Background: an optimization exercise with open tools, aiming at small area, a short achievable clock period and few clock cycles per item. Do not read the settings as production practice.
Function was not checked in any run shown here: the RTL went through the layout flow alone.

==> flow/design.v (outline; a module is shown in full before it is edited, if it fits) <==
// module kernel_loader: 39 lines
// module window_shifter: 38 lines
// module mult_adder: 1577 lines
// module conv_result: 30 lines
// module conv_engine: 64 lines
module conv_engine (
  input  logic                 clock,
  input  logic                 reset,
  input  conv_pkg::pixel_t     pixel_in,
  input  logic                 pixel_strobe,
  input  conv_pkg::weight_t    weight_in,
  input  conv_pkg::tap_index_t weight_addr,
  input  logic                 weight_strobe,
  input  conv_pkg::result_t    bias_in,
  input  logic                 relu_enable,
  output conv_pkg::result_t    result_out,
  output logic                 result_valid,
  output logic                 overflow
);
  // ...
==> flow/run.sh <==
#!/bin/bash
# synth_recipe.tcl (not shown) runs the flow's synth.tcl, then flattens the netlist and writes it again
# the make line also repeats each setting of config.mk as NAME=value (left out here)
make -C /OpenROAD-flow-scripts/flow DESIGN_CONFIG=/design/flow/config.mk WORK_HOME=/design/flow/orfs CLKGATE_MAP_FILE= SYNTH_SCRIPT=/design/flow/synth_recipe.tcl finish
==> flow/config.mk <==
export PLATFORM = sky130hd
export DESIGN_NAME = conv_engine
export DESIGN_NICKNAME = conv_engine
export VERILOG_FILES = /design/flow/design.v
export SDC_FILE = /design/flow/constraint.sdc
export NUM_CORES = 4
export LEC_CHECK = 0
export ABC_AREA = 1
export CAP_MARGIN = 20
export CORE_MARGIN = 2
export CORE_UTILIZATION = 30
export SETUP_SLACK_MARGIN = 3.25
export SLEW_MARGIN = 20
==> flow/constraint.sdc <==
create_clock -name core_clock -period 5.5 [get_ports {clock}]
set_input_delay 1.1000 -clock core_clock [delete_from_list [all_inputs] [get_ports {clock}]]
set_output_delay 1.1000 -clock core_clock [all_outputs]
set_load 0.01 [all_outputs]
==> notes.md, run 1 <==
Multi-input combinational area share: 0.441
Top FF cell, synth: dfxtp_1
Initial Utilization: 0.303
Hold path endpoint: mult_adder_inst.q3_933
Count leader, synth: inv_1
Rel. slew slack: 0.402
Routing usage on met1: 0.254
Placed insts: 4298
Worst setup path start: kernel_loader_inst.addr_r[1]
Hold depth: 0
Non-clk buf share: 0.0558
CP Data Required Time: 6.03 ns
Clock buffers: 89
Die height: 325 um
Fin. Hold Viols: 0
Simple-gate share of the synthesized area: 0.0888
Main combinational cell family by area after synthesis: adder cells
Status: complete, no violations
Synth Area in Adders: 0.219
Critical path class: register to register
Tapcells: 1368
Gr busiest metal: met2
Commonest cells after routing, fill and taps aside: inv_1, xor2_1, dfxtp_1
H-tree levels: 2
DP Wirelength: 75000 um
Synthesized instance count: 2932
Wl on met1: 41200 um
Slowest cell delay on critical path: 0.38 ns
R2R Setup Slk: 2.63 ns
Hold Crit Class: register to register
Total Routed Length: 98800 um
First-pass GRT wire length: 145000 um
Number of non-clock buffers in the layout: 238
Core ar.: 102000 um2
Multi-input gate area: 17400 um2
==> inputs of run 2 (changes only) <==
--- a/flow/config.mk
+++ b/flow/config.mk
@@ -12,2 +12,3 @@
 export SETUP_SLACK_MARGIN = 3.25
 export SLEW_MARGIN = 20
+export TNS_END_PERCENT = 20
==> run 2 against run 1 <==
Net effect: setup slack gained 0.039 ns; routed wire length fell by 3.0%; synthesized cell count stayed put; largest cell class unchanged; worst hold slack better by 0.00084 ns; synthesized area did not move; final area decreased by 5.2%; non-clock buffer count decreased by 89; die area stayed put; clock-buffer cell count decreased by 7.
==> notes.md, run 2 <==
Slowest cell delay on critical path: 0.41 ns (+0.03 ns)
Post-synth top cells: inv_1, nand2_1, xor2_1, fa_1, dfxtp_1
Die ar.: 106000 um2
Critical-path top delay cell: fa_2
Final GP Congestion: 0.991
Critical Path Source Type: register
First-pass GRT wire length: 142000 um (-1.5%)
Sequential area share after synthesis: 0.436
Registers with the highest flip-flop counts: window_shifter_inst.hist x144, kernel_loader_inst.enc x108
Hold-fix buffers at CTS: 0
DP Wirelength: 73800 um (-1.6%)
Worst setup EP type: register
Detailed-route vias per instance: 4.83
GR Overflow Total: 0
Fin. Hold Viols: 0 (unchanged)
Die extent in x: 325 um
Delay-heaviest family, CP: simple AND/OR/NAND/NOR gates
CP Data Required Time: 6.00 ns (-0.03 ns)
Final Cycle Share: 0.515
Fill cells: 10.2k
Status: complete, no violations
Vias in the first global route: 22.1k
Synth area leaders: fa_1, dfxtp_1, edfxtp_1
Async S/R FF share, synth: 0.209
Worst EP arrival: 3.33 ns
Fmax: 353 MHz
Clk sink count: 573
Most frequent cell on the critical path: nor2_4
Commonest cells after routing, fill and taps aside: inv_1, xor2_1, fa_1
DRC violations left: 0
Area of the mapped netlist: 31000 um2
Drt wl/cell: 21.2 um
DRT Pass-1 Iters: 8
Final non-filler cell total: 4514
Setup TNS: 0 ns
CTS tree: done
Rel. slew slack: 0.454 (+0.0517)
Synthesized instance count: 2932 (unchanged)
Layout Utilization: 0.366
Avg Inst Size Synth: 10.6 um2
Core ar.: 102000 um2 (unchanged)
Post-synth net total: 3325
Synth area leader: fa_1
Highest fanout seen on the critical path: 5
Via count: 21.8k
# setup viols final: 0
Placed insts: 4301 (+0.070%)
Initial antenna violation count: 13
Synth top area share: 0.205
Count of state elements after synthesis: 573
Pin count of the biggest net entering global routing: 78
Top-Level Pins: 59
Tmin final: 2.83 ns
# Max-Cap Violations: 0
WP buf/inv: 4
Critical path class: register to register
RSZ-0062 raised after global routing: true
Largest register FFs: 144
Initial drt markers: 2340
Worst-margin pin slew: 0.811 ns
Max clock buf depth: 3
GRT Resource Usage Total: 0.181
Die height: 325 um (unchanged)
Initial Utilization: 0.303 (unchanged)
Fin. max-slew vios: 0
Layout cells sized above 1: 0.140
Post-route ant nets: 0
FP Rows: 117
H-tree levels: 3 (+1)
Most common cell after layout, fill and taps aside: inv_1
Skew-Pair Late Insertion Delay: 0.64 ns
Port buffer count: 58
Clock skew: 0.0195 ns
CTS root buf: clkbuf_16
Crit-path cells: ha_4 > inv_2 > fa_2 > xnor2_2 > nand2_2 > buf_6 > nor2_4 > or2_4 > nand2_8 > nor2_4 > inv_4 > nor2_8 > buf_12 > nand2_8 > nor2_4 > o21ai_0
Number of library cell types mapped by synthesis: 45
EDFF count, synth: 144
Clock transition at the registers of the reported paths: 0.06 ns
Total Routed Length: 95800 um (-3.0%)
Total CTS buffers: 66
Top FF cell, synth: dfxtp_1
Layout area overhead: 20.7%
Yosys warns: 6
Biggest register: window_shifter_inst.hist
Nets: 3481
Count leader, synth: inv_1
Hold Crit Class: register to register
==> run 2: final timing paths <==
kind	startpoint	to	slack (ns)	cells after the start
setup / recovery	kernel_loader_inst.addr_r[1]	kernel_loader_inst.enc[44]	2.67	16
hold / removal	mult_adder_inst.q2_791	mult_adder_inst.q3_935	0.33	0
setup reg to reg	kernel_loader_inst.addr_r[1]	kernel_loader_inst.enc[44]	2.67	16
hold reg to reg	mult_adder_inst.q2_791	mult_adder_inst.q3_935	0.33	0
max in group asynchronous	reset	kernel_loader_inst.enc[9]	3.85	2
min in group asynchronous	reset	mult_adder_inst.valid[2]	0.51	1
==> run 2: cells by family (layout without fill, tap and decap cells) <==
kind of cell	Yosys count	after routing	share of synthesized area
buf+inv	619	823	0.0764
simple gates	616	621	0.0888
flops	573	573	0.436
compound gates	418	418	0.0786
fa+ha+maj	352	352	0.219
xor+xnor	339	339	0.0958
mux	15	15	0.00537
other cells	0	5	0
==> run 2: timing repair <==
action                     CTS  global route
buffers inserted            47            28
hold endpoints to repair     0             0
gates resized for setup    168           169
pin swaps                   35            68
gates cloned                10             2
setup endpoints to repair  220           258
==> run 2: routing by layer <==
| layer | GRT usage | up-vias | routed length [um] |
|---|---|---|---|
| li1 | - | 9783 | - |
| met1 | 0.240 | 10771 | 39500 |
| met2 | 0.276 | 997 | 41900 |
| met3 | 0.0436 | 264 | 8760 |
| met4 | 0.0883 | 4 | 5650 |
| met5 | 0 | - | 27 |
==> run 2: final cells by class <==
class                           count  area, um2  share of cell area
Multi-Input combinational cell   1745      16200               0.433
Sequential cell                   573      13500               0.361
Inverter                          548       2130              0.0569
Clock buffer                       82       1790              0.0479
Tap cell                         1368       1710              0.0457
Timing Repair Buffer              149       1500              0.0401
Clock inverter                     39        505              0.0135
Timing Repair inverter              5       37.5             0.00100
Antenna cell                        5       12.5            0.000334
==> run 2: worst register-to-register path: cells and delay by family (launching register included) <==
family	cells	cell delay (ns)
DFF	1	0.37
adders and majority gates	2	0.55
and+or+nand+nor	8	1.06
buffers and inverters	4	0.39
AOI/OAI and AO/OA	1	0.12
xor gates and xnor gates	1	0.21
==> run 2: per-stage QoR <==
stage               hold slack (ns)  instance area (um2)  worst slack, ns
floorplan                     0.310                31000             2.67
global placement              0.311                33100             1.14
detailed placement            0.312                33100             1.01
CTS                           0.327                36500             2.67
global route                  0.332                37400             2.58
finish                        0.327                37400             2.67

## what the ideal ports hide
How much do the figures lean on ideal ports? The routed layouts below were timed once more, with nothing changed but the port constraints. Step 1, drivers: a clkbuf_16 drives clock and a buf_2 each remaining input, both assumed. Step 2 adds t to the input delays and takes it off the output delays; t is the mean of the earliest and latest rising clock arrival at the registers after step 1. Input paths then give back, and output paths get back, about the clock's delay inside the block. a / b / c = ideal / step 1 / step 2; a / b = the first two.
| run | t, ns | setup WS [ns] | latest minus earliest clock arrival (ns) | worst slew at a driven data input, ns | pins driven straight from the clock port |
|---|---|---|---|---|---|
| run 1 | 0.724 | 2.627 / 2.627 / 2.627 | 0.040 / 0.040 | 0.07 | 1 |
| run 2 | 0.699 | 2.667 / 2.667 / 2.667 | 0.019 / 0.020 | 0.06 | 1 |
After both steps setup and hold are still met in every run listed.
